This is an optimization exercise on Yosys and OpenROAD, whose aim is small area, not a production implementation.
In this exercise RTL edits were held to simulation tests only and were not proved equivalent to the original.
Power and IR drop assume default switching activity. No driver is modelled on the clock port, so clocking that relies on it looks cheaper here than on a real chip.

`flow/design.v`:
```
package parser_pkg;
	localparam int PARS_W       = 512;
	localparam int NUM_RULE     = 8;
	localparam int RULE_ADDR_W  = 3;
	localparam int PIPE_LATENCY = 5;
	typedef logic [7:0]        byte_off_t;
	typedef logic [6:0]        hdr_off_t;
	typedef logic [15:0]       field16_t;
	typedef logic [31:0]       action_t;
	typedef logic [PARS_W-1:0] pars_data_t;
	typedef struct packed {
		logic     valid;
		hdr_off_t off;
	} type_ctl_t;
	typedef struct packed {
		logic       calc;
		hdr_off_t   off;
		logic [7:0] mask;
		logic [7:0] val;
	} len_ctl_t;
	typedef struct packed {
		byte_off_t  pars_off;
		type_ctl_t  type_ctl;
		len_ctl_t   len_ctl;
		pars_data_t pars_data;
	} phv_t;
	typedef struct packed {
		logic     valid;
		field16_t key;
		field16_t mask;
		action_t  action;
	} rule_t;
	typedef rule_t [NUM_RULE-1:0] rule_arr_t;
	typedef struct packed {
		field16_t   type_fld;
		field16_t   len_fld;
		byte_off_t  pars_off;
		len_ctl_t   len_ctl;
		pars_data_t pars_data;
	} fields_t;
	typedef struct packed {
		byte_off_t  next_off;
		logic       hit;
		action_t    action;
		field16_t   type_fld;
		pars_data_t pars_data;
	} result_t;
endpackage
`timescale 1ns/100ps
module field_extract (
	input  parser_pkg::phv_t      phv_i,
	output logic [6:0]            type_at_o,
	output parser_pkg::byte_off_t len_add_o
);
	logic [63:0][7:0] b0;
	logic [8:0] t;
	logic [8:0] l1;
	logic [7:0] len_b;
	logic [7:0] len;
	logic [7:0] scaled;
	logic [7:0] add;
	parser_pkg::len_ctl_t lc;
	assign lc = phv_i.len_ctl;
	for (genvar k = 0; k < 64; k++) begin : g_bytes
		assign b0[k] = phv_i.pars_data[511-8*k -: 8];
	end
	assign t  = {1'b0, phv_i.pars_off} + {2'b00, phv_i.type_ctl.off};
	assign l1 = {1'b0, phv_i.pars_off} + {2'b00, lc.off} + 9'd1;
	assign type_at_o = (phv_i.type_ctl.valid && t[8:6] == 3'd0) ? {1'b0, t[5:0]} : 7'd64;
	assign len_b  = (l1[8:6] == 3'd0) ? b0[l1[5:0]] : 8'h00;
	assign len    = len_b & lc.mask;
	assign scaled = len << lc.val[1:0];
	assign add    = lc.calc ? scaled : lc.val;
	assign len_add_o = add;
endmodule
`timescale 1ns/100ps
module rule_table (
	input  logic                               clk,
	input  logic                               reset,
	input  logic                               rule_wr_i,
	input  logic                               rule_rd_i,
	input  logic [parser_pkg::RULE_ADDR_W-1:0] rule_addr_i,
	input  parser_pkg::rule_t                  rule_data_i,
	output parser_pkg::rule_t                  rule_rdata_o,
	output logic                               rule_rvalid_o,
	output logic [parser_pkg::NUM_RULE*65-1:0] rules_o
);
	logic                               wr_q;
	logic [parser_pkg::RULE_ADDR_W-1:0] addr_q;
	parser_pkg::rule_t                  wdata_q;
	logic [parser_pkg::NUM_RULE-1:0] valid_q;
	parser_pkg::field16_t            key_q [parser_pkg::NUM_RULE];
	parser_pkg::field16_t            mask_q [parser_pkg::NUM_RULE];
	parser_pkg::action_t             act_q [parser_pkg::NUM_RULE];
	always_ff @(posedge clk) begin
		wr_q    <= rule_wr_i;
		addr_q  <= rule_addr_i;
		wdata_q <= rule_data_i;
	end
	always_ff @(posedge clk or negedge reset) begin
		if (!reset) begin
			valid_q <= '0;
		end else if (wr_q) begin
			valid_q[addr_q] <= wdata_q.valid;
		end
	end
	always_ff @(posedge clk) begin
		if (wr_q) begin
			key_q[addr_q]  <= wdata_q.key;
			mask_q[addr_q] <= wdata_q.mask;
			act_q[addr_q]  <= wdata_q.action;
		end
	end
	for (genvar i = 0; i < parser_pkg::NUM_RULE; i++) begin : g_rules
		assign rules_o[65*i +: 65] = {valid_q[i], key_q[i], mask_q[i], act_q[i]};
	end
	always_comb begin
		rule_rdata_o = '0;
		for (int i = 0; i < parser_pkg::NUM_RULE; i++) begin
			rule_rdata_o = rule_rdata_o |
				({65{addr_q == i}} & rules_o[65*i +: 65]);
		end
	end
	always_ff @(posedge clk or negedge reset) begin
		if (!reset) begin
			rule_rvalid_o <= 1'b0;
		end else begin
			rule_rvalid_o <= rule_rd_i;
		end
	end
endmodule
`timescale 1ns/100ps
module type_lookup (
	input  parser_pkg::pars_data_t             data_i,
	input  logic [6:0]                         type_at_i,
	input  logic [parser_pkg::NUM_RULE*65-1:0] rules_i,
	output parser_pkg::field16_t               type_fld_o,
	input  parser_pkg::field16_t               type_fld_i,
	output logic [parser_pkg::RULE_ADDR_W-1:0] idx_o,
	output logic                               hit_o
);
	logic [64:0][7:0] b0;
	logic [parser_pkg::NUM_RULE-1:0] hitv;
	for (genvar k = 0; k < 64; k++) begin : g_bytes
		assign b0[k] = data_i[511-8*k -: 8];
	end
	assign b0[64] = 8'h00;
	logic [7:0] ta, tb;
	logic [8:0][7:0] ts;
	for (genvar j = 0; j < 8; j++) begin : g_dec
		assign ta[j] = (type_at_i[6:3] == j);
		assign tb[j] = (type_at_i[2:0] == j);
	end
	always_comb begin
		ts = '0;
		for (int a = 0; a < 8; a++) begin
			for (int k = 0; k < 9; k++) begin
				ts[k] = ts[k] | ({8{ta[a]}} & b0[(8*a+k > 64) ? 64 : 8*a+k]);
			end
		end
		type_fld_o = '0;
		for (int k = 0; k < 8; k++) begin
			type_fld_o = type_fld_o | ({16{tb[k]}} & {ts[k], ts[k+1]});
		end
	end
	for (genvar i = 0; i < parser_pkg::NUM_RULE; i++) begin : g_rule
		assign hitv[i] = rules_i[65*i+64] &&
			((type_fld_i & rules_i[65*i+32 +: 16]) == rules_i[65*i+48 +: 16]);
	end
	always_comb begin
		idx_o = '0;
		for (int i = 0; i < parser_pkg::NUM_RULE; i++) begin
			if (hitv[i]) begin
				idx_o = i[parser_pkg::RULE_ADDR_W-1:0];
			end
		end
	end
	assign hit_o = |hitv;
endmodule
`timescale 1ns/100ps
module phv_assemble (
	input  logic [parser_pkg::RULE_ADDR_W-1:0] idx_i,
	input  logic                               hit_i,
	input  logic [parser_pkg::NUM_RULE*65-1:0] rules_i,
	output parser_pkg::action_t                action_o
);
	always_comb begin
		action_o = '0;
		for (int i = 0; i < parser_pkg::NUM_RULE; i++) begin
			action_o = action_o |
				({32{hit_i && idx_i == i}} & rules_i[65*i +: 32]);
		end
	end
endmodule
`timescale 1ns/100ps
module parser_stage (
	input  logic                               clk,
	input  logic                               reset,
	input  parser_pkg::phv_t                   phv_in_i,
	input  logic                               phv_in_valid_i,
	input  logic                               rule_wr_i,
	input  logic                               rule_rd_i,
	input  logic [parser_pkg::RULE_ADDR_W-1:0] rule_addr_i,
	input  parser_pkg::rule_t                  rule_data_i,
	output parser_pkg::result_t                phv_out_o,
	output logic                               phv_out_valid_o,
	output parser_pkg::rule_t                  rule_rdata_o,
	output logic                               rule_rvalid_o
);
	localparam int D = parser_pkg::PIPE_LATENCY;
	logic [parser_pkg::NUM_RULE*65-1:0] rules;
	logic [6:0]            type_at;
	parser_pkg::byte_off_t len_add;
	parser_pkg::byte_off_t off1_q, add1_q;
	logic [D:1]                   valid_q;
	parser_pkg::pars_data_t       data_q [1:D];
	parser_pkg::byte_off_t        noff_q [2:D];
	logic [6:0]                   tat_q  [1:2];
	parser_pkg::field16_t               type_fld;
	logic [parser_pkg::RULE_ADDR_W-1:0] idx;
	logic                               hit;
	parser_pkg::field16_t               type_x, type3_q, type4_q, type5_q;
	logic [parser_pkg::RULE_ADDR_W-1:0] idx4_q;
	logic                               hit4_q, hit5_q;
	parser_pkg::action_t                action;
	parser_pkg::action_t                act5_q;
	field_extract u_decode (
		.phv_i      (phv_in_i),
		.type_at_o  (type_at),
		.len_add_o  (len_add)
	);
	rule_table u_rules (
		.clk           (clk),
		.reset         (reset),
		.rule_wr_i     (rule_wr_i),
		.rule_rd_i     (rule_rd_i),
		.rule_addr_i   (rule_addr_i),
		.rule_data_i   (rule_data_i),
		.rule_rdata_o  (rule_rdata_o),
		.rule_rvalid_o (rule_rvalid_o),
		.rules_o       (rules)
	);
	always_ff @(posedge clk or negedge reset) begin
		if (!reset) begin
			valid_q <= '0;
		end else begin
			valid_q <= {valid_q[D-1:1], phv_in_valid_i};
		end
	end
	always_ff @(posedge clk) begin
		data_q[1] <= phv_in_i.pars_data;
		off1_q    <= phv_in_i.pars_off;
		add1_q    <= len_add;
		noff_q[2] <= off1_q + add1_q;
		tat_q[1]  <= type_at;
		for (int s = 2; s <= D; s++) begin
			data_q[s] <= data_q[s-1];
		end
		for (int s = 3; s <= D; s++) begin
			noff_q[s] <= noff_q[s-1];
		end
		tat_q[2]  <= tat_q[1];
	end
	type_lookup u_execute (
		.data_i     (data_q[2]),
		.type_at_i  (tat_q[2]),
		.rules_i    (rules),
		.type_fld_o (type_x),
		.type_fld_i (type3_q),
		.idx_o      (idx),
		.hit_o      (hit)
	);
	phv_assemble u_result (
		.idx_i    (idx4_q),
		.hit_i    (hit4_q),
		.rules_i  (rules),
		.action_o (action)
	);
	always_ff @(posedge clk) begin
		type3_q <= type_x;
		type4_q <= type3_q;
		idx4_q  <= idx;
		hit4_q  <= hit;
		type5_q <= type4_q;
		hit5_q  <= hit4_q;
		act5_q  <= action;
	end
	assign phv_out_o       = {noff_q[D], hit5_q, act5_q, type5_q, data_q[D]};
	assign phv_out_valid_o = valid_q[D];
endmodule
```
`flow/constraint.sdc`:
```
create_clock -name core_clock -period 6.0 [get_ports {clk}]
set_input_delay 1.2000 -clock core_clock [delete_from_list [all_inputs] [get_ports {clk}]]
set_output_delay 1.2000 -clock core_clock [all_outputs]
set_load 0.01 [all_outputs]
```
`flow/flow/run.sh`:
```
#!/bin/bash
# Standard layout with two changes: the port buffers are the smallest
# buffer, and clock tree synthesis clusters more sinks per leaf buffer
# and adds no dummy loads.
set -euo pipefail
export BUFFER_PORTS_ARGS="-buffer_cell sky130_fd_sc_hd__buf_1"
export CTS_ARGS="-sink_clustering_enable -repair_clock_nets -dont_use_dummy_load -sink_clustering_size 30 -sink_clustering_max_diameter 100"
bash standard.sh > standard.log 2>&1
```
`flow/standard.sh`:
```
#!/bin/bash
# synth_recipe.tcl (not shown) runs the flow's synth.tcl, then flattens the netlist and writes it again
# the make line also repeats each setting of config.mk as NAME=value (left out here)
make -C /OpenROAD-flow-scripts/flow DESIGN_CONFIG=/design/flow/config.mk WORK_HOME=/design/flow/orfs CLKGATE_MAP_FILE= SYNTH_SCRIPT=/design/flow/synth_recipe.tcl "${@:-finish}"
```
`flow/config.mk`:
```
export PLATFORM = sky130hd
export DESIGN_NAME = parser_stage
export DESIGN_NICKNAME = parser_stage
export VERILOG_FILES = /design/flow/design.v
export SDC_FILE = /design/flow/constraint.sdc
export NUM_CORES = 4
export LEC_CHECK = 0
export CAP_MARGIN = 10
export CORE_MARGIN = 2
export CORE_UTILIZATION = 66
export PLACE_DENSITY = 0.76
export SLEW_MARGIN = 10
```
==> results.txt, run 1 <==
Port Buffer Count: 1260
Reg clk slew, reported paths: 120 ps
sequential share of the synthesized area: 81.8%
Compound-Gate Fraction of Synth Area: 6.96%
ys flop type: dfxtp_1
Post-Syn Area: 87200 um^2
CTS tree: yes
slew margin rel.: 11.2%
Tmin final: 5250 ps
layout cells sized above 1: 5.89%
Layout area overhead: 11.6%
YS warnings: 10
final worst-path cycle share: 87.5%
Setup crit end kind: output port
Final Util: 74.1%
max incr delay on CP: 790 ps
#FFs+latches synth: 3302
Horiz. Die Dim: 367 um
GRT Overall Usage: 45.5%
number of CTS-inserted buffers: 120
vias per inst: 6.35
Critical Path Source Type: flop
post-synth top area cell: dfxtp_1
Critical Path RT: 4800 ps
Core Rows: 133
largest net degree at the start of global routing: 90
Post-synth ARST share: 0.424%
I/O pin total: 1261
Post-Syn Nets: 5913
DP Cell Count: 8123
Slowest cell on crit path: buf_4
Sink Count: 3302
Clk Tree Root Cell: clkbuf_16
Hold Path Class: flop to flop
chip height: 367 um
Post CTS Setup Buffer Count: 0
Initial Utilization: 66.4%
vias: 52700
CP arrival: 4050 ps
WL per Instance: 37.7 um
number of antenna violations at the first check in global routing: 120
P per Cell Area: 375 nW/um^2
TNS Setup: 0 ps
gp weighted congestion: 1.03
total power draw: 0.0365 W
Synth Area in XOR/XNOR: 1.47%
CP top delay family: buffers and inverters
CP bufs+invs: 3
final non-filler cell total: 8311
drt drc: 0
share of the synthesized area in the top cell type: 63.7%
main combinational cell family by area after synthesis: compound AO/OA/AOI/OAI gates
number of H-tree levels: 3
status: no timing/DRC/antenna violations
Post-synth EDFFs: 512
Setup Crit Path Kind: flop to output port
maximum VDD drop: 0.000311 V
DRT antenna net count: 0
Final Setup Violations: 0
Post-Synth Simple-Gate Area: 2.91%
Hold Fails Final Rpt: 0
# hold bufs at CTS: 0
core area: 131000 um^2
Post-DP HPWL: 241000 um
vias in the first global route: 49900
first-pass GRT wire length: 411000 um
worst-margin pin slew: 1330 ps
Slew Limit Fails: 0
RSZ-0062 raised after global routing: false
Synth Area per Inst: 16.6 um^2
Die Area: 135000 um^2
Critical Path Fanout Max: 67
max_cap viols: 0
CP Cell Sequence: inv_1 -> ha_4 -> buf_4 -> a222oi_1 -> mux2i_1 -> a221o_1 -> buf_1
DRT Wirelength: 314000 um
GRT overflow: 0
clk_skew: 66.6 ps
post-synth cell types: 82
nets: 7146
DRT Pass-1 Iters: 14
CTS max path bufs: 3
Leak: 36.2 nW
Starting DRT DRC Count: 8911
Clk Latency, worst-skew pair: 790 ps
adder-cell share of the synthesized area: 0.471%
Synth area leaders: dfxtp_1 64%, edfxtp_1 18%, mux4_2 3.4%, a22oi_1 2.9%, a222oi_1 1.8%
post-synthesis mux area share: 5.19%
Fmax achieved: 0.190 GHz
Resized cells post-CTS: 0
Synth Instances: 5257
## Yosys cell counts, types with 8 or more instances
master	instances
nand4_1	89
a221o_1	65
a222oi_1	157
buf_2	37
nand2_1	208
nand3_1	54
o22ai_1	8
edfxtp_1	512
a21oi_1	30
a22o_1	21
buf_4	13
a31oi_1	8
nand2b_1	15
nor2_1	54
nor4_1	17
nor2b_1	13
xnor2_1	44
xor2_1	95
inv_1	23
mux2i_1	150
a221oi_1	31
and3_1	14
mux4_2	131
ha_1	28
o21ai_0	17
buf_1	14
dfxtp_1	2776
a22oi_1	336
clkbuf_1	153
dfrtp_1	14
nor3_1	16
## per-stage QoR
step / hold slack (ps) / worst slack, ps / cell area (um^2)
finish: 273 / 749 / 97300
detailed placement: 312 / 848 / 94100
CTS: 275 / 891 / 97100
floorplan: 310 / 414 / 87200
global placement: 310 / 943 / 94100
global route: 266 / 720 / 97200
## layout by cell type, fill, tap and decap left out, types with 22 or more instances in the layout
cell	Yosys	final
xnor2_1	44	42
a222oi_1	157	157
mux4_2	131	131
nand2_1	208	208
mux2i_1	150	150
a221oi_1	31	31
a21oi_1	30	30
dfxtp_1	2776	2774
xor2_1	95	94
buf_1	14	1260
nand3_1	54	54
a22oi_1	336	336
nor2_1	54	39
clkbuf_16	0	120
edfxtp_1	512	512
a221o_1	65	65
ha_1	28	22
buf_4	13	64
inv_1	23	23
nand4_1	89	89
diode_2	0	68
## cells by family after synthesis
group / after synthesis
muxes: 286
adders and majority gates: 31
DFF: 3302
and+or+nand+nor: 516
xor gates and xnor gates: 142
AOI/OAI and AO/OA: 734
buffers and inverters: 246
## final cells by class
| class | instances | area, um^2 |
|---|---|---|
| well taps | 1755 | 2200 |
| diodes | 68 | 170 |
| multi-input cells | 1709 | 15100 |
| repair buffers | 1333 | 5390 |
| inverters | 24 | 91.3 |
| fillers | 8181 | 34000 |
| clock buffers | 120 | 3000 |
| flip-flops and latches | 3302 | 71300 |
## where the power goes
part / leakage (nW) / switching (W) / internal, W
logic: 6.49 / 0.00158 / 0.000846
registers: 28.2 / 0.000673 / 0.0236
clock network: 1.48 / 0.00617 / 0.00359
## state kept, by name, summed over array words and instances (netlist names), 16 cells and up
register	cells
act5_q	32
data_q	2560
noff_q	32
type3_q	16
type4_q	16
type5_q	16
u_rules.act_q	256
u_rules.key_q	128
u_rules.mask_q	128
u_rules.wdata_q	65
## routing by layer
layer	part of all wire (%)	up-vias	wire (um)	global-route usage [%]
met4	10	86	32800	37.3
met2	44	4260	138000	68.7
met1	33	25900	103000	53.7
met3	12	1043	38600	14.2
li1	-	21500	-	-
met5	0.24	-	763	0.962
## path summary, 6_finish.rpt
check / from / endpoint / slack, ps / cells after the start
worst max-delay path: u_rules.addr_q[0]$_DFF_P_ / rule_rdata_o[25] / 750 / 7
worst min-delay path: data_q[3][241]$_DFF_P_ / data_q[4][241]$_DFF_P_ / 270 / 0
worst max register to register: tat_q[2][6]$_DFF_P_ / type3_q[9]$_DFF_P_ / 1920 / 10
worst min register to register: data_q[3][241]$_DFF_P_ / data_q[4][241]$_DFF_P_ / 270 / 0
max in group asynchronous: reset / u_rules.valid_q[0]$_DFFE_PN0P_ / 4990 / 1
min in group asynchronous: reset / valid_q[1]$_DFF_PN0_ / 480 / 1
==> run 2, diff against run 1 <==
==> flow/run.sh (new file) <==
#!/bin/bash
# synth_recipe.tcl (not shown) runs the flow's synth.tcl, then flattens the netlist and writes it again
# the make line also repeats each setting of config.mk as NAME=value (left out here)
make -C /OpenROAD-flow-scripts/flow DESIGN_CONFIG=/design/flow/config.mk WORK_HOME=/design/flow/orfs CLKGATE_MAP_FILE= SYNTH_SCRIPT=/design/flow/synth_recipe.tcl finish
--- a/flow/config.mk
+++ b/flow/config.mk
@@ -7,6 +7,8 @@
 export LEC_CHECK = 0
 export CAP_MARGIN = 10
 export CORE_MARGIN = 2
-export CORE_UTILIZATION = 66
-export PLACE_DENSITY = 0.76
+export CORE_UTILIZATION = 60
+export CTS_CLUSTER_DIAMETER = 100
+export CTS_CLUSTER_SIZE = 30
+export PLACE_DENSITY = 0.7
 export SLEW_MARGIN = 10
removed: flow/flow/run.sh
removed: flow/standard.sh
==> results.txt, run 2 <==
Core Rows: 139 (was 133)
most frequent cells in the layout: 2774 x dfxtp_1, 1260 x clkdlybuf4s50_1, 512 x edfxtp_1 (was 2774 x dfxtp_1, 1260 x buf_1, 512 x edfxtp_1)
largest net degree at the start of global routing: 81 (was 90)
Most flops, register: data_q (unchanged)
Hold Path Class: flop to flop (unchanged)
WL per Instance: 37.5 um (was 37.7 um)
DRT Wirelength: 320000 um (was 314000 um)
Hold Fails Final Rpt: 0 (unchanged)
worst-margin pin slew: 1300 ps (was 1330 ps)
chip height: 385 um (was 367 um)
Horiz. Die Dim: 385 um (was 367 um)
CP arrival: 4400 ps (was 4050 ps)
Post-Syn Nets: 5913 (unchanged)
first-pass GRT wire length: 414000 um (was 411000 um)
P per Cell Area: 354 nW/um^2 (was 375 nW/um^2)
Synth Area in XOR/XNOR: 1.47% (unchanged)
Setup Crit Path Kind: flop to output port (unchanged)
vias: 52000 (was 52700)
YS warnings: 10 (unchanged)
drt drc: 0 (unchanged)
most common cell after layout, fill and taps aside: dfxtp_1 (unchanged)
post-synth top area cell: dfxtp_1 (unchanged)
Tmin final: 5600 ps (was 5250 ps)
Hold Path Depth: 0 (unchanged)
Post-DP HPWL: 247000 um (was 241000 um)
GRT Overall Usage: 42.0% (was 45.5%)
beginning of the worst register-to-register path: tat_q[2][5]$_DFF_P_ (was tat_q[2][6]$_DFF_P_)
Clk Latency, worst-skew pair: 800 ps (was 790 ps)
# hold bufs at CTS: 0 (unchanged)
Post-synth ARST share: 0.424% (unchanged)
status: no timing/DRC/antenna violations (unchanged)
placed cell area: 102000 um^2 (was 94100 um^2)
Synth area leaders: dfxtp_1 64%, edfxtp_1 18%, mux4_2 3.4%, a22oi_1 2.9%, a222oi_1 1.8% (unchanged)
share of the synthesized area in the top cell type: 63.7% (unchanged)
Die Area: 148000 um^2 (was 135000 um^2)
Leak: 39.7 nW (was 36.2 nW)
Reg-to-Reg End: type3_q[9]$_DFF_P_ (unchanged)
post-synthesis mux area share: 5.19% (unchanged)
max_cap viols: 0 (unchanged)
Fmax achieved: 0.179 GHz (was 0.190 GHz)
slew margin rel.: 12.7% (was 11.2%)
Final Util: 73.5% (was 74.1%)
Critical Path RT: 4800 ps (about the same)
Port Buffer Count: 1260 (unchanged)
RSZ-0062 raised after global routing: false (unchanged)
flop2flop setup slack: 2270 ps (was 1920 ps)
DRT Pass-1 Iters: 9 (was 14)
TNS Setup: 0 ps (unchanged)
number of H-tree levels: 3 (unchanged)
Slew Limit Fails: 0 (unchanged)
I/O pin total: 1261 (unchanged)
Post-synth EDFFs: 512 (unchanged)
GRT overflow: 0 (unchanged)
Starting DRT DRC Count: 7891 (was 8911)
nets: 7158 (was 7146)
Layout area overhead: 21.2% (was 11.6%)
Worst Reg-to-Reg Cells: 10 (unchanged)
Hold Path End: data_q[2][52]$_DFF_P_ (was data_q[4][241]$_DFF_P_)
fin area: 106000 um^2 (was 97300 um^2)
Setup crit end kind: output port (unchanged)
sequential share of the synthesized area: 81.8% (unchanged)
Critical Path Fanout Max: 67 (unchanged)
main combinational cell family by area after synthesis: compound AO/OA/AOI/OAI gates (unchanged)
Compound-Gate Fraction of Synth Area: 6.96% (unchanged)
vias per inst: 6.10 (was 6.35)
final worst-path cycle share: 93.4% (was 87.5%)
Final Setup Violations: 0 (unchanged)
#FFs+latches synth: 3302 (unchanged)
DRT antenna net count: 0 (unchanged)
Critical Path Source Type: flop (unchanged)
Post-Synth Simple-Gate Area: 2.91% (unchanged)
Clk Tree Root Cell: clkbuf_16 (unchanged)
layout cells sized above 1: 6.15% (was 5.89%)
gp weighted congestion: 1.01 (was 1.03)
post-synth cell types: 82 (unchanged)
Sink Count: 3302 (unchanged)
maximum VDD drop: 0.000264 V (was 0.000311 V)
Synth Area per Inst: 16.6 um^2 (unchanged)
area of the multi-input gates: 15100 um^2 (about the same)
adder-cell share of the synthesized area: 0.471% (unchanged)
CTS max path bufs: 3 (unchanged)
most common cell in the netlist: dfxtp_1 (unchanged)
number of CTS-inserted buffers: 120 (unchanged)
ys flop type: dfxtp_1 (unchanged)
Synth Instances: 5257 (unchanged)
Initial Utilization: 60.6% (was 66.4%)
number of antenna violations at the first check in global routing: 95 (was 120)
Resized cells post-CTS: 0 (unchanged)
final non-filler cell total: 8515 (was 8311)
clk_skew: 32.6 ps (was 66.6 ps)
max FFs per register: 2560 (unchanged)
Post CTS Setup Buffer Count: 0 (unchanged)
CTS tree: yes (unchanged)
DP Cell Count: 8283 (was 8123)
Register Area: 71300 um^2 (unchanged)
Reg clk slew, reported paths: 120 ps (about the same)
Post-Syn Area: 87200 um^2 (unchanged)
synth cell count leaders: 2776 x dfxtp_1, 512 x edfxtp_1, 336 x a22oi_1 (unchanged)
Largest regs: data_q: 2560 flops, u_rules.act_q: 256 flops (unchanged)
total power draw: 0.0374 W (was 0.0365 W)
fillers: 9065 (was 8181)
Hold Startpoint: data_q[1][52]$_DFF_P_ (was data_q[3][241]$_DFF_P_)
core area: 144000 um^2 (was 131000 um^2)
vias in the first global route: 49100 (was 49900)
-- run 2: cells by family (layout without fill, tap and decap cells) --
kind of cell,Yosys count,in the layout
mux,286,286
xor+xnor,142,142
buf+inv,246,1527
compound gates,734,734
flops,3302,3302
other cells,0,74
simple gates,516,516
fa+ha+maj,31,31
-- run 2: final cells by class --
| type | instances | area share (%) |
|---|---|---|
| Timing Repair Buffer | 1345 | 12.6 |
| Clock inverter | 6 | 0.109 |
| Clock buffer | 152 | 2.97 |
| Inverter | 24 | 0.0864 |
| Tap cell | 1903 | 2.25 |
| Antenna cell | 74 | 0.175 |
| Sequential cell | 3302 | 67.5 |
| Multi-Input combinational cell | 1709 | 14.3 |
-- run 2: worst max-delay path by stage --
stage	startpoint	end	cells after the start
global route	u_rules.addr_q[0]$_DFF_P_	rule_rdata_o[18]	7
floorplan	u_rules.wr_q$_DFF_P_	u_rules.act_q[1][0]$_DFFE_PP_	3
CTS	u_rules.addr_q[0]$_DFF_P_	rule_rdata_o[18]	7
global placement	phv_in_i[544]	add1_q[5]$_DFF_P_	14
finish	u_rules.addr_q[0]$_DFF_P_	rule_rdata_o[20]	7
detailed placement	phv_in_i[545]	add1_q[5]$_DFF_P_	13
-- run 2: report_power, final --
group	total [W]	switching [W]	internal (W)
combinational	0.00306	0.00163	0.00144
clock	0.0101	0.00634	0.00374
sequential	0.0242	0.000633	0.0236
total	0.0374	0.00860	0.0288
-- run 2: critical path: stages, from the launching register on --
cell and delay (ps):
dfxtp_1 450, inv_1 220, ha_4 770, buf_4 790, a222oi_1 290, mux2i_1 260, a221o_1 200, clkdlybuf4s50_1 560
-- run 2: per-stage QoR --
| step | hold WS, ps | setup slack [ps] |
|---|---|---|
| after global routing | 314 | 274 |
| after global placement | 310 | 382 |
| after detailed placement | 312 | 277 |
| after floorplan | 310 | 414 |
| after CTS | 312 | 462 |
| final | 309 | 399 |
-- run 2: routing by layer --
metal  share of wire, %  vias up  GRT usage [%]  wire length, um
li1                   -    21600              -                -
met4                8.9       56           30.7            28400
met5               0.12        -              0              387
met1                 34    25700           50.7           110000
met3                 11      822           10.6            35800
met2                 45     3768           65.7           145000
==> run 3, diff against run 2 <==
--- a/flow/design.v
+++ b/flow/design.v
@@ -67,7 +67,16 @@
 	assign t  = {1'b0, phv_i.pars_off} + {2'b00, phv_i.type_ctl.off};
 	assign l1 = {1'b0, phv_i.pars_off} + {2'b00, lc.off} + 9'd1;
 	assign type_at_o = (phv_i.type_ctl.valid && t[8:6] == 3'd0) ? {1'b0, t[5:0]} : 7'd64;
-	assign len_b  = (l1[8:6] == 3'd0) ? b0[l1[5:0]] : 8'h00;
+	logic [63:0] lsel;
+	for (genvar j = 0; j < 64; j++) begin : g_dec
+		assign lsel[j] = (l1 == j);
+	end
+	always_comb begin
+		len_b = '0;
+		for (int j = 0; j < 64; j++) begin
+			len_b = len_b | ({8{lsel[j]}} & b0[j]);
+		end
+	end
 	assign len    = len_b & lc.mask;
 	assign scaled = len << lc.val[1:0];
 	assign add    = lc.calc ? scaled : lc.val;
@@ -86,6 +95,7 @@
 	output logic [parser_pkg::NUM_RULE*65-1:0] rules_o
 );
 	logic                               wr_q;
+	logic                               wr_valid_q;
 	logic [parser_pkg::RULE_ADDR_W-1:0] addr_q;
 	parser_pkg::rule_t                  wdata_q;
 	logic [parser_pkg::NUM_RULE-1:0] valid_q;
@@ -99,8 +109,15 @@
 	end
 	always_ff @(posedge clk or negedge reset) begin
 		if (!reset) begin
+			wr_valid_q <= 1'b0;
+		end else begin
+			wr_valid_q <= rule_wr_i;
+		end
+	end
+	always_ff @(posedge clk or negedge reset) begin
+		if (!reset) begin
 			valid_q <= '0;
-		end else if (wr_q) begin
+		end else if (wr_valid_q) begin
 			valid_q[addr_q] <= wdata_q.valid;
 		end
 	end
--- a/flow/config.mk
+++ b/flow/config.mk
@@ -8,7 +8,7 @@
 export CAP_MARGIN = 10
 export CORE_MARGIN = 2
 export CORE_UTILIZATION = 60
-export CTS_CLUSTER_DIAMETER = 100
+export CTS_CLUSTER_DIAMETER = 80
 export CTS_CLUSTER_SIZE = 30
 export PLACE_DENSITY = 0.7
 export SLEW_MARGIN = 10
==> results.txt, run 3 <==
largest net degree at the start of global routing: 69 (was 81)
Tmin final: 5420 ps (was 5600 ps)
max incr delay on CP: 790 ps (about the same)
most frequent cells in the layout: 2775 x dfxtp_1, 1260 x clkdlybuf4s50_1, 556 x a22oi_1 (was 2774 x dfxtp_1, 1260 x clkdlybuf4s50_1, 512 x edfxtp_1)
number of antenna violations at the first check in global routing: 122 (was 95)
drt drc: 0 (unchanged)
Post CTS Setup Buffer Count: 0 (unchanged)
Hold Path Class: flop to flop (unchanged)
synth cell count leaders: 2776 x dfxtp_1, 556 x a22oi_1, 512 x edfxtp_1 (was 2776 x dfxtp_1, 512 x edfxtp_1, 336 x a22oi_1)
Slowest cell on crit path: ha_2 (was buf_4)
YS warnings: 11 (was 10)
WL per Instance: 40.8 um (was 37.5 um)
clk_skew: 51.5 ps (was 32.6 ps)
GRT Overall Usage: 48.4% (was 42.0%)
Hold Fails Final Rpt: 0 (unchanged)
status: failed layout checks (was no timing/DRC/antenna violations)
Reg-to-Reg End: type3_q[0]$_DFF_P_ (was type3_q[9]$_DFF_P_)
Setup crit start: u_rules.addr_q[0]$_DFF_P_ (unchanged)
Post-synth ARST share: 0.454% (was 0.424%)
worst-margin pin slew: 1300 ps (about the same)
CP Cell Sequence: ha_2 -> buf_12 -> buf_4 -> a22oi_1 -> nor2_1 -> a21oi_1 -> nand3_1 -> clkdlybuf4s50_1 (was inv_1 -> ha_4 -> buf_4 -> a222oi_1 -> mux2i_1 -> a221o_1 -> clkdlybuf4s50_1)
Worst Reg-to-Reg Cells: 7 (was 10)
DRT antenna net count: 1 (was 0)
Clk Latency, worst-skew pair: 840 ps (was 800 ps)
dpl ws: -79.4 ps (was 277 ps)
Layout area overhead: 23.0% (was 21.2%)
Synth Area per Inst: 15.3 um^2 (was 16.6 um^2)
vias in the first global route: 54600 (was 49100)
first-pass GRT wire length: 475000 um (was 414000 um)
flop2flop setup slack: 2310 ps (was 2270 ps)
most common cell after layout, fill and taps aside: dfxtp_1 (unchanged)
Setup crit end kind: output port (unchanged)
Resized cells post-CTS: 0 (unchanged)
Slew Limit Fails: 0 (unchanged)
Core Rows: 139 (unchanged)
maximum VDD drop: 0.000323 V (was 0.000264 V)
Largest regs: data_q: 2560 flops, u_rules.act_q: 256 flops (unchanged)
Setup Crit Path Kind: flop to output port (unchanged)
CTS max path bufs: 3 (unchanged)
Synth Instances: 5695 (was 5257)
most common cell in the netlist: dfxtp_1 (unchanged)
Critical Path RT: 4800 ps (about the same)
P per Cell Area: 361 nW/um^2 (was 354 nW/um^2)
GRT overflow: 0 (unchanged)
Post-synth EDFFs: 512 (unchanged)
Fmax achieved: 0.185 GHz (was 0.179 GHz)
Port Buffer Count: 1260 (unchanged)
Post-Syn Area: 87300 um^2 (was 87200 um^2)
CP endpoint: rule_rdata_o[25] (was rule_rdata_o[20])
Final Util: 74.6% (was 73.5%)
Sink Count: 3303 (was 3302)
#FFs+latches synth: 3303 (was 3302)
number of H-tree levels: 4 (was 3)
final non-filler cell total: 9044 (was 8515)
CTS tree: yes (unchanged)
Leak: 40.2 nW (was 39.7 nW)
Layout Check Fails: antenna violations
Clk Tree Root Cell: clkbuf_16 (unchanged)
DRT Pass-1 Iters: 9 (unchanged)
Post-Syn Nets: 6351 (was 5913)
final worst-path cycle share: 90.3% (was 93.4%)
gp weighted congestion: 1.05 (was 1.01)
# hold bufs at CTS: 0 (unchanged)
Final Setup Violations: 0 (unchanged)
slew margin rel.: 13.5% (was 12.7%)
Starting DRT DRC Count: 10800 (was 7891)
core area: 144000 um^2 (about the same)
Horiz. Die Dim: 385 um (about the same)
Hold Path Depth: 0 (unchanged)
beginning of the worst register-to-register path: tat_q[2][5]$_DFF_P_ (unchanged)
total power draw: 0.0388 W (was 0.0374 W)
Most flops, register: data_q (unchanged)
Critical Path Fanout Max: 54 (was 67)
RSZ-0062 raised after global routing: false (unchanged)
I/O pin total: 1261 (unchanged)
DRT Wirelength: 369000 um (was 320000 um)
chip height: 385 um (about the same)
max FFs per register: 2560 (unchanged)
post-synth top area cell: dfxtp_1 (unchanged)
Initial Utilization: 60.6% (about the same)
ys flop type: dfxtp_1 (unchanged)
DP Cell Count: 8766 (was 8283)
layout cells sized above 1: 7.03% (was 6.15%)
share of the synthesized area in the top cell type: 63.7% (about the same)
Die Area: 149000 um^2 (was 148000 um^2)
CP arrival: 4220 ps (was 4400 ps)
Post-DP HPWL: 281000 um (was 247000 um)
Synth area leaders: dfxtp_1 64%, edfxtp_1 18%, a22oi_1 4.8%, a222oi_1 1.0%, nand4_1 1.0% (was dfxtp_1 64%, edfxtp_1 18%, mux4_2 3.4%, a22oi_1 2.9%, a222oi_1 1.8%)
Reg clk slew, reported paths: 100 ps (was 120 ps)
Critical Path Source Type: flop (unchanged)
nets: 7656 (was 7158)
post-synth cell types: 82 (unchanged)
vias per inst: 6.48 (was 6.10)
max_cap viols: 0 (unchanged)
sequential share of the synthesized area: 81.7% (was 81.8%)
vias: 58600 (was 52000)
number of CTS-inserted buffers: 135 (was 120)
setup ws final: 580 ps (was 399 ps)
[run 3: cell types whose count changed after synthesis, moves of 57 or more]
cell,change
mux4_2,-130
nor2_1,+57
clkbuf_1,+63
mux2_2,+73
a222oi_1,-66
mux2i_1,-123
nand3_1,+59
a22oi_1,+220
[run 3: cell type report]
cell class	count	area, um^2
tap	1903	2380
multi-input combinational	2109	15300
fill	8759	36600
inverter	27	101
sequential	3303	71300
antenna	86	215
clock inverter	23	408
timing repair buffer	1424	14000
clock buffer	169	3630
[run 3: logic make-up after synthesis]
| group | Yosys count | share of synthesized area, % |
|---|---|---|
| compound gates | 1108 | 9.76 |
| xor+xnor | 144 | 1.44 |
| fa+ha+maj | 31 | 0.470 |
| buf+inv | 283 | 1.26 |
| flops | 3303 | 81.7 |
| mux | 105 | 1.33 |
| simple gates | 721 | 4.05 |
[run 3: power breakdown]
group          leakage (nW)  internal (W)  switching [W]
Sequential             28.2        0.0236       0.000660
Combinational          9.99       0.00131        0.00200
Clock                  1.95       0.00450        0.00671
[run 3: worst min path at each step]
stage	endpoint	start	slack (ps)
after floorplan	data_q[2][0]$_DFF_P_	data_q[1][0]$_DFF_P_	310
after global placement	data_q[2][464]$_DFF_P_	data_q[1][464]$_DFF_P_	310
after detailed placement	data_q[2][110]$_DFF_P_	data_q[1][110]$_DFF_P_	310
after CTS	data_q[2][59]$_DFF_P_	data_q[1][59]$_DFF_P_	300
after global routing	data_q[2][100]$_DFF_P_	data_q[1][100]$_DFF_P_	300
final	data_q[2][36]$_DFF_P_	data_q[1][36]$_DFF_P_	310
[run 3: metrics by stage]
step / instance area (um^2) / TNS [ps] / hold WS (ps)
after detailed placement: 103000 / -79.4 / 312
after global placement: 103000 / 0 / 309
final: 107000 / 0 / 308
after CTS: 107000 / 0 / 302
after global routing: 107000 / 0 / 304
after floorplan: 87300 / -63370 / 310
[run 3: critical path: cells and delay by family, from the launching register on]
kind | cells | cell delay (ps)
DFF | 1 | 590
AOI/OAI and AO/OA | 2 | 220
buffers and inverters | 3 | 1310
adders and majority gates | 1 | 790
and+or+nand+nor | 2 | 390
[run 3: per-layer routing]
layer  share of wire, %  global-route usage (%)  vias to the layer above
met5              0.083                       0                        -
met2                 43                    71.2                     5336
met3                 13                    15.4                     1343
met1                 33                    58.4                    28500
li1                   -                       -                    23300
met4                 10                    39.8                       46
==> run 4, diff against run 3 <==
--- a/flow/config.mk
+++ b/flow/config.mk
@@ -7,7 +7,7 @@
 export LEC_CHECK = 0
 export CAP_MARGIN = 10
 export CORE_MARGIN = 2
-export CORE_UTILIZATION = 60
+export CORE_UTILIZATION = 58
 export CTS_CLUSTER_DIAMETER = 80
 export CTS_CLUSTER_SIZE = 30
 export PLACE_DENSITY = 0.7
==> results.txt, run 4 <==
WL per Instance: 40.7 um (was 40.8 um)
fillers: 9685 (was 8759)
Post-DP HPWL: 288000 um (was 281000 um)
largest net degree at the start of global routing: 99 (was 69)
Final Setup Violations: 0 (unchanged)
CP arrival: 6360 ps (was 4220 ps)
area of the multi-input gates: 15400 um^2 (was 15300 um^2)
Post-synth EDFFs: 512 (unchanged)
slew margin rel.: 11.3% (was 13.5%)
chip height: 392 um (was 385 um)
most common cell after layout, fill and taps aside: dfxtp_1 (unchanged)
clk_skew: 55.9 ps (was 51.5 ps)
Clk Latency, worst-skew pair: 850 ps (was 840 ps)
post-synth cell types: 82 (unchanged)
nets: 7633 (was 7656)
GRT Overall Usage: 47.3% (was 48.4%)
RSZ-0062 raised after global routing: false (unchanged)
Core Rows: 142 (was 139)
Synth Instances: 5695 (unchanged)
max incr delay on CP: 820 ps (was 790 ps)
Hold Fails Final Rpt: 0 (unchanged)
Clk Tree Root Cell: clkbuf_16 (unchanged)
layout cells sized above 1: 6.89% (was 7.03%)
Slowest cell on crit path: nor2b_2 (was ha_2)
Horiz. Die Dim: 392 um (was 385 um)
Post-Syn Area: 87300 um^2 (unchanged)
vias per inst: 6.35 (was 6.48)
Most flops, register: data_q (unchanged)
Register Area: 71300 um^2 (unchanged)
sequential share of the synthesized area: 81.7% (unchanged)
CTS max path bufs: 3 (unchanged)
core area: 150000 um^2 (was 144000 um^2)
#FFs+latches synth: 3303 (unchanged)
post-synth top area cell: dfxtp_1 (unchanged)
first-pass GRT wire length: 478000 um (was 475000 um)
CTS tree: yes (unchanged)
most common cell in the netlist: dfxtp_1 (unchanged)
Slew Limit Fails: 0 (unchanged)
Post CTS Setup Buffer Count: 0 (unchanged)
Die Area: 154000 um^2 (was 149000 um^2)
Synth Area per Inst: 15.3 um^2 (unchanged)
max FFs per register: 2560 (unchanged)
Fmax achieved: 0.179 GHz (was 0.185 GHz)
Tmin final: 5580 ps (was 5420 ps)
Leak: 40.1 nW (was 40.2 nW)
P per Cell Area: 361 nW/um^2 (about the same)
main combinational cell family by area after synthesis: compound AO/OA/AOI/OAI gates (unchanged)
Met3 Wirelength: 47700 um (was 49600 um)
vias in the first global route: 54100 (was 54600)
most frequent cells in the layout: 2775 x dfxtp_1, 1260 x clkdlybuf4s50_1, 556 x a22oi_1 (unchanged)
Reg clk slew, reported paths: 100 ps (about the same)
number of H-tree levels: 4 (unchanged)
DRT Wirelength: 372000 um (was 369000 um)
final non-filler cell total: 9123 (was 9044)
Setup crit end kind: flop (was output port)
Layout area overhead: 22.9% (was 23.0%)
share of the synthesized area in the top cell type: 63.7% (unchanged)
Sink Count: 3303 (unchanged)
Critical Path RT: 6780 ps (was 4800 ps)
YS warnings: 11 (unchanged)
DRT Pass-1 Iters: 9 (unchanged)
Initial Utilization: 58.4% (was 60.6%)
worst-margin pin slew: 1330 ps (was 1300 ps)
CP Cell Sequence: clkdlybuf4s50_1 -> inv_1 -> ha_1 -> inv_1 -> fa_2 -> nor2b_2 -> o2111ai_1 -> a32oi_4 -> buf_4 -> a22o_1 -> a221o_1 -> nor3_1 -> o2111ai_1 -> o211ai_1 -> o211ai_1 -> o221a_2 (was ha_2 -> buf_12 -> buf_4 -> a22oi_1 -> nor2_1 -> a21oi_1 -> nand3_1 -> clkdlybuf4s50_1)
placed cell area: 103000 um^2 (about the same)
Largest regs: data_q: 2560 flops, u_rules.act_q: 256 flops (unchanged)
Setup Crit Path Kind: input port to flop (was flop to output port)
post-synthesis mux area share: 1.33% (unchanged)
# hold bufs at CTS: 0 (unchanged)
Compound-Gate Fraction of Synth Area: 9.76% (unchanged)
Hold Path Class: flop to flop (unchanged)
gp weighted congestion: 1.04 (was 1.05)
Port Buffer Count: 1260 (unchanged)
final worst-path cycle share: 92.9% (was 90.3%)
adder-cell share of the synthesized area: 0.470% (unchanged)
ys flop type: dfxtp_1 (unchanged)
drt drc: 0 (unchanged)
Synth Area in XOR/XNOR: 1.44% (unchanged)
I/O pin total: 1261 (unchanged)
synth cell count leaders: 2776 x dfxtp_1, 556 x a22oi_1, 512 x edfxtp_1 (unchanged)
Synth area leaders: dfxtp_1 64%, edfxtp_1 18%, a22oi_1 4.8%, a222oi_1 1.0%, nand4_1 1.0% (unchanged)
maximum VDD drop: 0.000343 V (was 0.000323 V)
DP Cell Count: 8855 (was 8766)
Post-synth ARST share: 0.454% (unchanged)
status: no timing/DRC/antenna violations (was failed layout checks)
fin area: 107000 um^2 (about the same)
Post-Synth Simple-Gate Area: 4.05% (unchanged)
TNS Setup: 0 ps (unchanged)
Resized cells post-CTS: 0 (unchanged)
Post-Syn Nets: 6351 (unchanged)
vias: 58000 (was 58600)
Metal-1 WL: 128000 um (was 123000 um)
GRT overflow: 0 (unchanged)
number of CTS-inserted buffers: 136 (was 135)
Critical Path Fanout Max: 17 (was 54)
max_cap viols: 0 (unchanged)
DRT antenna net count: 0 (was 1)
highest metal used: met5 (unchanged)
Starting DRT DRC Count: 9533 (was 10800)
WL met2: 160000 um (was 158000 um)
Critical Path Source Type: input port (was flop)
number of antenna violations at the first check in global routing: 115 (was 122)
==> run 4: area by class of cell <==
cell class / instances / area share [%]
Timing Repair Buffer: 1400 / 12.8
Tap cell: 2016 / 2.35
Inverter: 27 / 0.0944
Multi-Input combinational cell: 2109 / 14.3
Antenna cell: 71 / 0.166
Clock inverter: 37 / 0.495
Sequential cell: 3303 / 66.5
Clock buffer: 160 / 3.29
==> run 4: kinds of logic (layout without fill, tap and decap cells) <==
kind of cell,count (synthesis),after routing
xor gates and xnor gates,144,144
DFF,3303,3303
muxes,105,105
and+or+nand+nor,721,721
adders and majority gates,31,31
buffers and inverters,283,1624
other,0,71
AOI/OAI and AO/OA,1108,1108
==> run 4: path summary, 6_finish.rpt <==
kind,start,endpoint,slack [ps],cells after the start
min reg2reg,data_q[1][496]$_DFF_P_,data_q[2][496]$_DFF_P_,270,0
min,data_q[1][496]$_DFF_P_,data_q[2][496]$_DFF_P_,270,0
max,phv_in_i[544],add1_q[6]$_DFF_P_,420,16
max reg2reg,u_rules.addr_q[2]$_DFF_P_,u_rules.act_q[3][28]$_DFFE_PP_,1990,6
min in group asynchronous,reset,valid_q[3]$_DFF_PN0_,900,1
max in group asynchronous,reset,u_rules.valid_q[5]$_DFFE_PN0P_,4500,1
==> run 4: layer usage <==
layer | track usage, % | vias to the layer above
met5 | 0 | -
met4 | 36.2 | 40
met3 | 13.8 | 1110
met2 | 70.1 | 5055
met1 | 58.6 | 28500
li1 | - | 23300
==> run 4: power by group <==
group	switching (W)	total, W	leakage (nW)	internal, W
combinational	0.00200	0.00329	9.88	0.00129
sequential	0.000654	0.0243	28.2	0.0236
clock	0.00677	0.0112	1.97	0.00442
total	0.00942	0.0388	40.1	0.0293
==> run 4: per-stage QoR <==
stage	worst slack (ps)	total power, W	hold WS, ps	utilization [%]
after floorplan	-495	0.0254	310	-
after global placement	-167	0.0278	310	68.9
after detailed placement	-197	0.0279	312	68.9
after CTS	645	0.0385	289	71.6
after global routing	349	0.0395	275	71.7
final	424	0.0388	269	71.8
==> run 4: worst max-delay path: cells and delay by family <==
| kind | cells | cell delay (ps) |
|---|---|---|
| AND/OR/NAND/NOR | 2 | 890 |
| AO/OA/AOI/OAI | 8 | 2370 |
| buffers and inverters | 4 | 1120 |
| adder cells (fa/ha/maj) | 2 | 730 |
==> run 5, diff against run 4 <==
==> flow/flow/run.sh (new file) <==
#!/bin/bash
# Standard layout with three changes:
#  - synthesis maps the logic with an area-oriented ABC script
#    (flow/abc_area.script, used in place of ORFS's abc_speed.script;
#    every other ORFS script is used as is, from a copy of the folder);
#  - the port buffers are the smallest buffer;
#  - clock tree synthesis clusters more sinks per leaf buffer and adds
#    no dummy loads.
set -euo pipefail
here=$(pwd)
rm -rf "$here/orfs_scripts"
cp -r "$FLOW_HOME/scripts" "$here/orfs_scripts"
cp "$here/flow/abc_area.script" "$here/orfs_scripts/abc_speed.script"
export SCRIPTS_DIR="$here/orfs_scripts"
export BUFFER_PORTS_ARGS="-buffer_cell sky130_fd_sc_hd__buf_1"
export CTS_ARGS="-sink_clustering_enable -repair_clock_nets -dont_use_dummy_load -sink_clustering_size 30 -sink_clustering_max_diameter 100"
bash standard.sh > standard.log 2>&1
==> flow/flow/abc_area.script (new file) <==
strash
&get -n
&fraig -x
&put
scorr
dc2
strash
&get -n
&dch -f
&nf -R 1000
&put
topo
stime -c
dnsize -c
==> flow/standard.sh (new file) <==
#!/bin/bash
# synth_recipe.tcl (not shown) runs the flow's synth.tcl, then flattens the netlist and writes it again
# the make line also repeats each setting of config.mk as NAME=value (left out here)
make -C /OpenROAD-flow-scripts/flow DESIGN_CONFIG=/design/flow/config.mk WORK_HOME=/design/flow/orfs CLKGATE_MAP_FILE= SYNTH_SCRIPT=/design/flow/synth_recipe.tcl "${@:-finish}"
--- a/flow/config.mk
+++ b/flow/config.mk
@@ -7,8 +7,6 @@
 export LEC_CHECK = 0
 export CAP_MARGIN = 10
 export CORE_MARGIN = 2
-export CORE_UTILIZATION = 58
-export CTS_CLUSTER_DIAMETER = 80
-export CTS_CLUSTER_SIZE = 30
+export CORE_UTILIZATION = 60
 export PLACE_DENSITY = 0.7
 export SLEW_MARGIN = 10
removed: flow/run.sh
==> results.txt, run 5 <==
Clk Latency, worst-skew pair: 830 ps (was 850 ps)
largest net degree at the start of global routing: 72 (was 99)
Port Buffer Count: 1260 (unchanged)
Slew Limit Fails: 0 (unchanged)
Hold Startpoint: data_q[4][495]$_DFF_P_ (was data_q[1][496]$_DFF_P_)
switching power: 0.00846 W (was 0.00942 W)
slew margin rel.: 7.52% (was 11.3%)
Post-DP HPWL: 286000 um (was 288000 um)
GRT overflow: 0 (unchanged)
final worst-path cycle share: 93.7% (was 92.9%)
total power draw: 0.0364 W (was 0.0388 W)
synth cell count leaders: 2776 x dfxtp_1, 512 x edfxtp_1, 423 x a222oi_1 (was 2776 x dfxtp_1, 556 x a22oi_1, 512 x edfxtp_1)
clk_skew: 111 ps (was 55.9 ps)
fin area: 96000 um^2 (was 107000 um^2)
setup ws final: 378 ps (was 424 ps)
Synth Instances: 5067 (was 5695)
Final Setup Violations: 0 (unchanged)
maximum VDD drop: 0.000310 V (was 0.000343 V)
YS warnings: 11 (unchanged)
CP arrival: 6220 ps (was 6360 ps)
switching share of power: 23.2% (was 24.3%)
Setup Crit Path Kind: input port to flop (unchanged)
nets: 7291 (was 7633)
vias: 57200 (was 58000)
Hold Path End: data_q[5][495]$_DFF_P_ (was data_q[2][496]$_DFF_P_)
area of the multi-input gates: 12600 um^2 (was 15400 um^2)
core area: 138000 um^2 (was 150000 um^2)
Starting DRT DRC Count: 12900 (was 9533)
CTS max path bufs: 3 (unchanged)
highest metal used: met5 (unchanged)
Clk pwr share: 28.1% (was 28.9%)
WL per Instance: 43.2 um (was 40.7 um)
Reg clk slew, reported paths: 100 ps (about the same)
most frequent cells in the layout: 2776 x dfxtp_1, 1260 x buf_1, 512 x edfxtp_1 (was 2775 x dfxtp_1, 1260 x clkdlybuf4s50_1, 556 x a22oi_1)
Worst Reg-to-Reg Cells: 8 (was 6)
Hold Path Depth: 0 (unchanged)
fillers: 8983 (was 9685)
Post-Syn Nets: 5723 (was 6351)
Post-synth ARST share: 0.454% (unchanged)
number of antenna violations at the first check in global routing: 104 (was 115)
Seq pwr share: 66.7% (was 62.6%)
dpl ws: -536 ps (was -197 ps)
P per Cell Area: 380 nW/um^2 (was 361 nW/um^2)
drt drc: 0 (unchanged)
first-pass GRT wire length: 468000 um (was 478000 um)
WL met2: 155000 um (was 160000 um)
Sink Count: 3303 (unchanged)
TNS Setup: 0 ps (unchanged)
Clk Tree Root Cell: clkbuf_16 (unchanged)
Final Util: 69.6% (was 71.8%)
Post-Syn Area: 83600 um^2 (was 87300 um^2)
Critical Path Fanout Max: 5 (was 17)
Fmax achieved: 0.178 GHz (was 0.179 GHz)
vias per inst: 6.73 (was 6.35)
most common cell in the netlist: dfxtp_1 (unchanged)
post-synth cell types: 50 (was 82)
Synth Area per Inst: 16.5 um^2 (was 15.3 um^2)
max_cap viols: 0 (unchanged)
Register Area: 71300 um^2 (about the same)
Critical Path RT: 6600 ps (was 6780 ps)
number of CTS-inserted buffers: 130 (was 136)
#FFs+latches synth: 3303 (unchanged)
Reg-to-Reg End: type3_q[11]$_DFF_P_ (was u_rules.act_q[3][28]$_DFFE_PP_)
Setup crit end kind: flop (unchanged)
Post CTS Setup Buffer Count: 0 (unchanged)
DRT Wirelength: 367000 um (was 372000 um)
Critical Path Source Type: input port (unchanged)
Core Rows: 136 (was 142)
RSZ-0062 raised after global routing: false (unchanged)
most common cell after layout, fill and taps aside: dfxtp_1 (unchanged)
Most flops, register: data_q (unchanged)
Met3 Wirelength: 52200 um (was 47700 um)
placed cell area: 92500 um^2 (was 103000 um^2)
gp weighted congestion: 1.06 (was 1.04)
Post-synth EDFFs: 512 (unchanged)
Die Area: 142000 um^2 (was 154000 um^2)
worst-margin pin slew: 1390 ps (was 1330 ps)
share of the synthesized area in the top cell type: 66.5% (was 63.7%)
sequential share of the synthesized area: 85.3% (was 81.7%)
DRT antenna net count: 0 (unchanged)
Synth area leaders: dfxtp_1 66%, edfxtp_1 18%, a222oi_1 5.1%, a22oi_1 1.9%, nand2_1 1.2% (was dfxtp_1 64%, edfxtp_1 18%, a22oi_1 4.8%, a222oi_1 1.0%, nand4_1 1.0%)
DRT Pass-1 Iters: 14 (was 9)
Tmin final: 5620 ps (was 5580 ps)
Pint: 0.0280 W (was 0.0293 W)
Leak: 35.6 nW (was 40.1 nW)
post-synth top area cell: dfxtp_1 (unchanged)
Horiz. Die Dim: 377 um (was 392 um)
number of H-tree levels: 4 (unchanged)
Initial Utilization: 60.6% (was 58.4%)
Gate power share: 5.2% (was 8.5%)
CTS tree: yes (unchanged)
beginning of the worst register-to-register path: tat_q[2][6]$_DFF_P_ (was u_rules.addr_q[2]$_DFF_P_)
Hold Path Class: flop to flop (unchanged)
Largest regs: data_q: 2560 flops, u_rules.act_q: 256 flops (unchanged)
Metal-1 WL: 123000 um (was 128000 um)
Hold Fails Final Rpt: 0 (unchanged)
vias in the first global route: 52000 (was 54100)
flop2flop setup slack: 1820 ps (was 1990 ps)
I/O pin total: 1261 (unchanged)
GRT Overall Usage: 50.3% (was 47.3%)
chip height: 377 um (was 392 um)
status: no timing/DRC/antenna violations (unchanged)
layout cells sized above 1: 6.14% (was 6.89%)
Layout area overhead: 14.8% (was 22.9%)
ys flop type: dfxtp_1 (unchanged)
max FFs per register: 2560 (unchanged)
[run 5: cell types whose count changed in the layout (fill, tap and decap cells not counted), moves of 36 or more]
cell and change:
xor2_1 -60, o22ai_1 +40, clkdlybuf4s50_1 -1260, nor2_2 +41
nand4_1 -99, a21oi_1 -39, mux2_2 -77, a32oi_1 -36
a222oi_1 +332, buf_1 +1260, a22oi_1 -349
[run 5: repair_timing]
action                                  CTS  global route
gates resized for setup                   0             1
hold buffers                              0             0
endpoints found under the setup margin    0             2
[run 5: cell type report]
cell class | instances | area share [%]
diodes | 72 | 0.188
multi-input cells | 1734 | 13.1
well taps | 1794 | 2.34
flip-flops and latches | 3303 | 74.3
inverters | 29 | 0.113
repair buffers | 1437 | 6.50
clock buffers | 130 | 3.39
[run 5: stage by stage]
step                      cells  hold WS [ps]
final                      8499           278
after global routing       8449           287
after CTS                  8427           275
after detailed placement   8297           312
after global placement     8297           310
after floorplan            5067           310
[run 5: critical path, cell delays in order]
cell	delay (ps)
buf_1	120
clkinv_1	90
ha_1	150
clkinv_1	90
fa_1	400
a21o_1	170
a21oi_1	240
o21bai_1	100
a21oi_1	220
nor2b_1	70
o21ai_0	390
buf_4	210
nand2_1	50
nor2_1	400
nand2_1	330
nor2_2	500
a222oi_1	230
nand4_1	150
nor3_1	70
a41oi_1	430
buf_4	240
nor2_1	50
o311ai_0	320
[run 5: power groups by stage]
stage	logic, W	registers [W]	clock network (W)
finish	0.00190	0.0243	0.0102
global route	0.00186	0.0244	0.0108
CTS	0.00179	0.0243	0.0101
detailed placement	0.00178	0.0248	0
global placement	0.00180	0.0247	0
floorplan	0.000430	0.0245	0
[run 5: worst max path at each step]
stage,from,to,cells past startpoint
floorplan,u_rules.addr_q[0]$_DFF_P_,u_rules.act_q[1][0]$_DFFE_PP_,2
global placement,phv_in_i[528],add1_q[5]$_DFF_P_,25
finish,phv_in_i[528],add1_q[7]$_DFF_P_,23
CTS,phv_in_i[528],add1_q[5]$_DFF_P_,25
detailed placement,phv_in_i[528],add1_q[5]$_DFF_P_,25
global route,phv_in_i[528],add1_q[7]$_DFF_P_,23
[run 5: logic make-up after synthesis]
logic type,share of synthesized area [%]
simple gates,3.97
fa+ha+maj,0.491
buf+inv,0.139
mux,0.0269
flops,85.3
xor+xnor,0.660
compound gates,9.37
[run 5: metal layers]
layer  vias to the layer above  global-route usage (%)
met5                         -                       0
li1                      22100                       -
met4                        42                    39.0
met3                      1357                    16.0
met1                     28000                    62.7
met2                      5757                    72.9
==> run 6, diff against run 5 <==
--- a/flow/design.v
+++ b/flow/design.v
@@ -67,16 +67,7 @@
 	assign t  = {1'b0, phv_i.pars_off} + {2'b00, phv_i.type_ctl.off};
 	assign l1 = {1'b0, phv_i.pars_off} + {2'b00, lc.off} + 9'd1;
 	assign type_at_o = (phv_i.type_ctl.valid && t[8:6] == 3'd0) ? {1'b0, t[5:0]} : 7'd64;
-	logic [63:0] lsel;
-	for (genvar j = 0; j < 64; j++) begin : g_dec
-		assign lsel[j] = (l1 == j);
-	end
-	always_comb begin
-		len_b = '0;
-		for (int j = 0; j < 64; j++) begin
-			len_b = len_b | ({8{lsel[j]}} & b0[j]);
-		end
-	end
+	assign len_b  = (l1[8:6] == 3'd0) ? b0[l1[5:0]] : 8'h00;
 	assign len    = len_b & lc.mask;
 	assign scaled = len << lc.val[1:0];
 	assign add    = lc.calc ? scaled : lc.val;
@@ -95,7 +86,6 @@
 	output logic [parser_pkg::NUM_RULE*65-1:0] rules_o
 );
 	logic                               wr_q;
-	logic                               wr_valid_q;
 	logic [parser_pkg::RULE_ADDR_W-1:0] addr_q;
 	parser_pkg::rule_t                  wdata_q;
 	logic [parser_pkg::NUM_RULE-1:0] valid_q;
@@ -109,15 +99,8 @@
 	end
 	always_ff @(posedge clk or negedge reset) begin
 		if (!reset) begin
-			wr_valid_q <= 1'b0;
-		end else begin
-			wr_valid_q <= rule_wr_i;
-		end
-	end
-	always_ff @(posedge clk or negedge reset) begin
-		if (!reset) begin
 			valid_q <= '0;
-		end else if (wr_valid_q) begin
+		end else if (wr_q) begin
 			valid_q[addr_q] <= wdata_q.valid;
 		end
 	end
==> results.txt, run 6 <==
P per Cell Area: 377 nW/um^2 (was 380 nW/um^2)
Hold Startpoint: data_q[1][331]$_DFF_P_ (was data_q[4][495]$_DFF_P_)
CTS tree: yes (unchanged)
GRT overflow: 0 (unchanged)
Port Buffer Count: 1260 (unchanged)
I/O pin total: 1261 (unchanged)
Most flops, register: data_q (unchanged)
flop2flop setup slack: 2350 ps (was 1820 ps)
Die Area: 144000 um^2 (was 142000 um^2)
Starting DRT DRC Count: 9173 (was 12900)
dpl ws: 1050 ps (was -536 ps)
first-pass GRT wire length: 392000 um (was 468000 um)
Clk pwr share: 26.9% (was 28.1%)
vias in the first global route: 47500 (was 52000)
Horiz. Die Dim: 380 um (was 377 um)
share of the synthesized area in the top cell type: 65.5% (was 66.5%)
Slowest cell on crit path: nor2b_4 (was nor2_2)
Post-DP HPWL: 226000 um (was 286000 um)
Post-Syn Nets: 5634 (was 5723)
switching power: 0.00822 W (was 0.00846 W)
Register Area: 71300 um^2 (about the same)
TNS Setup: 0 ps (unchanged)
post-synth top area cell: dfxtp_1 (unchanged)
most common cell in the netlist: dfxtp_1 (unchanged)
Critical Path Fanout Max: 36 (was 5)
max FFs per register: 2560 (unchanged)
YS warnings: 10 (was 11)
Resized cells post-CTS: 0 (unchanged)
largest net degree at the start of global routing: 68 (was 72)
core area: 141000 um^2 (was 138000 um^2)
Tmin final: 4830 ps (was 5620 ps)
Critical Path Source Type: flop (was input port)
slew margin rel.: 14.3% (was 7.52%)
Initial Utilization: 60.2% (was 60.6%)
Post CTS Setup Buffer Count: 0 (unchanged)
Hold Fails Final Rpt: 0 (unchanged)
WL per Instance: 35.5 um (was 43.2 um)
Reg-to-Reg End: type3_q[13]$_DFF_P_ (was type3_q[11]$_DFF_P_)
Leak: 35.6 nW (about the same)
fillers: 9757 (was 8983)
chip height: 380 um (was 377 um)
CP Cell Sequence: ha_1 -> nor2b_4 -> buf_12 -> a222oi_1 -> nand3_1 -> buf_1 (was buf_1 -> clkinv_1 -> ha_1 -> clkinv_1 -> fa_1 -> a21o_1 -> a21oi_1 -> o21bai_1 -> a21oi_1 -> nor2b_1 -> o21ai_0 -> buf_4 -> nand2_1 -> nor2_1 -> nand2_1 -> nor2_2 -> a222oi_1 -> nand4_1 -> nor3_1 -> a41oi_1 -> buf_4 -> nor2_1 -> o311ai_0)
Synth Instances: 4978 (was 5067)
most common cell after layout, fill and taps aside: dfxtp_1 (unchanged)
Hold Path End: data_q[2][331]$_DFF_P_ (was data_q[5][495]$_DFF_P_)
vias: 51400 (was 57200)
Core Rows: 138 (was 136)
switching share of power: 22.7% (was 23.2%)
Worst Reg-to-Reg Cells: 7 (was 8)
ys flop type: dfxtp_1 (unchanged)
Post-synth EDFFs: 512 (unchanged)
Fmax achieved: 0.207 GHz (was 0.178 GHz)
max incr delay on CP: 940 ps (was 500 ps)
layout cells sized above 1: 5.82% (was 6.14%)
Largest regs: data_q: 2560 flops, u_rules.act_q: 256 flops (unchanged)
Gate power share: 6.0% (was 5.2%)
Sink Count: 3302 (was 3303)
Setup crit end kind: output port (was flop)
Hold Path Class: flop to flop (unchanged)
DRT antenna net count: 0 (unchanged)
sequential share of the synthesized area: 84.0% (was 85.3%)
area of the multi-input gates: 13800 um^2 (was 12600 um^2)
DRT Pass-1 Iters: 11 (was 14)
final worst-path cycle share: 80.5% (was 93.7%)
Clk Tree Root Cell: clkbuf_16 (unchanged)
maximum VDD drop: 0.000343 V (was 0.000310 V)
drt drc: 0 (unchanged)
post-synth cell types: 53 (was 50)
max_cap viols: 0 (unchanged)
number of antenna violations at the first check in global routing: 125 (was 104)
Clk Latency, worst-skew pair: 810 ps (was 830 ps)
worst-margin pin slew: 1280 ps (was 1390 ps)
CP arrival: 3630 ps (was 6220 ps)
Setup Crit Path Kind: flop to output port (was input port to flop)
number of H-tree levels: 3 (was 4)
CTS max path bufs: 3 (unchanged)
gp weighted congestion: 0.992 (was 1.06)
most frequent cells in the layout: 2776 x dfxtp_1, 1260 x buf_1, 512 x edfxtp_1 (unchanged)
Slew Limit Fails: 0 (unchanged)
# hold bufs at CTS: 0 (unchanged)
DRT Wirelength: 297000 um (was 367000 um)
nets: 7088 (was 7291)
Hold Path Depth: 0 (unchanged)
number of CTS-inserted buffers: 120 (was 130)
status: no timing/DRC/antenna violations (unchanged)
Synth area leaders: dfxtp_1 65%, edfxtp_1 18%, mux4_2 3.6%, a222oi_1 3.6%, a22oi_1 1.7% (was dfxtp_1 66%, edfxtp_1 18%, a222oi_1 5.1%, a22oi_1 1.9%, nand2_1 1.2%)
Post-synth ARST share: 0.424% (was 0.454%)
RSZ-0062 raised after global routing: false (unchanged)
clk_skew: 84.2 ps (was 111 ps)
setup ws final: 1170 ps (was 378 ps)
Final Setup Violations: 0 (unchanged)
Synth Area per Inst: 17.0 um^2 (was 16.5 um^2)
Layout area overhead: 13.2% (was 14.8%)
Pint: 0.0279 W (was 0.0280 W)
synth cell count leaders: 2776 x dfxtp_1, 512 x edfxtp_1, 303 x a222oi_1 (was 2776 x dfxtp_1, 512 x edfxtp_1, 423 x a222oi_1)
Critical Path RT: 4800 ps (was 6600 ps)
#FFs+latches synth: 3302 (was 3303)
Seq pwr share: 67.0% (was 66.7%)
Reg clk slew, reported paths: 100 ps (about the same)
GRT Overall Usage: 39.8% (was 50.3%)
beginning of the worst register-to-register path: tat_q[2][6]$_DFF_P_ (unchanged)
Post-Syn Area: 84900 um^2 (was 83600 um^2)
vias per inst: 6.14 (was 6.73)
-- run 6: area by class of cell --
class / instances / area share [%]
Tap cell: 1890 / 2.46
Timing Repair Buffer: 1333 / 5.60
Clock buffer: 120 / 3.13
Sequential cell: 3302 / 74.2
Multi-Input combinational cell: 1653 / 14.4
Antenna cell: 54 / 0.141
Inverter: 22 / 0.0860
-- run 6: kinds of logic (layout without fill, tap and decap cells) --
logic type | Yosys count | in the layout | synth area share (%)
buffers and inverters | 23 | 1475 | 0.106
AO/OA/AOI/OAI | 758 | 758 | 7.31
flip-flops | 3302 | 3302 | 84.0
multiplexers | 168 | 168 | 3.98
AND/OR/NAND/NOR | 624 | 624 | 3.37
XOR/XNOR | 72 | 72 | 0.743
adder cells (fa/ha/maj) | 31 | 31 | 0.484
other | 0 | 54 | 0
-- run 6: layer usage --
layer | share of wire (%) | wire [um] | track usage [%]
met2 | 44 | 131000 | 59.5
met4 | 5.8 | 17300 | 20.2
met5 | 0.14 | 425 | 0
met3 | 13 | 37900 | 12.4
met1 | 37 | 110000 | 52.8
-- run 6: worst max-delay path by stage --
stage / start / end / cells after the start
floorplan: u_rules.addr_q[0]$_DFF_P_ / u_rules.act_q[1][0]$_DFFE_PP_ / 2
global placement: phv_in_i[546] / add1_q[1]$_DFF_P_ / 14
detailed placement: phv_in_i[545] / add1_q[1]$_DFF_P_ / 15
CTS: u_rules.addr_q[1]$_DFF_P_ / rule_rdata_o[53] / 6
global route: u_rules.addr_q[1]$_DFF_P_ / rule_rdata_o[46] / 6
finish: u_rules.addr_q[1]$_DFF_P_ / rule_rdata_o[46] / 6
-- run 6: through the flow --
stage	instances	util, %	power [W]	hold slack [ps]	area [um^2]
floorplan	4978	-	0.0254	310	84900
global placement	8200	66.0	0.0268	310	92900
detailed placement	8200	66.0	0.0269	312	92900
CTS	8320	68.1	0.0361	253	95900
global route	8354	68.1	0.0370	251	96000
finish	8374	68.2	0.0362	250	96100
-- run 6: power by group through the flow --
stage               clock network (W)  registers, W  logic (W)
finish                        0.00973        0.0242    0.00219
CTS                           0.00973        0.0242    0.00214
floorplan                           0        0.0245   0.000927
detailed placement                  0        0.0247    0.00213
global route                   0.0105        0.0243    0.00224
global placement                    0        0.0247    0.00212
-- run 6: worst max-delay path: cells and delay by family (launching register included) --
family / cells / cell delay [ps]
flops: 1 / 560
compound gates: 1 / 140
fa+ha+maj: 1 / 240
simple gates: 2 / 1330
buf+inv: 2 / 570

what the ideal ports hide:
Ports are ideal in the flow. The routed layouts listed here were re-timed in OpenROAD. Step 1 assumes that a clkbuf_16 drives the clock port and a buf_2 every other input. Step 2 adds t to the input delays and takes it off the output delays; t is the mean of the earliest and latest rising clock arrival at the registers after step 1. Input paths then give back, and output paths get back, about the clock's delay inside the block. Slacks: ideal / step 1 / step 2; pairs: ideal / step 1.
run | t, ns | setup WS [ns] | worst data-port slew with drivers (ns) | cell pins on the clock port's net
run 1 | 0.852 | 0.749 / 0.661 / 0.762 | 0.33 | 1
run 2 | 0.884 | 0.399 / 0.302 / 0.183 | 0.33 | 1
run 3 | 0.915 | 0.580 / 0.480 / -0.217 | 0.29 | 1
run 4 | 0.910 | 0.424 / 0.380 / -0.427 | 0.32 | 1
run 5 | 0.872 | 0.378 / 0.443 / -0.429 | 0.18 | 1
run 6 | 0.845 | 1.173 / 1.084 / 0.979 | 0.27 | 1
For run 4, which loses most, drivers alone change the setup slack by -0.044 ns; drivers and shift together by -0.851 ns.
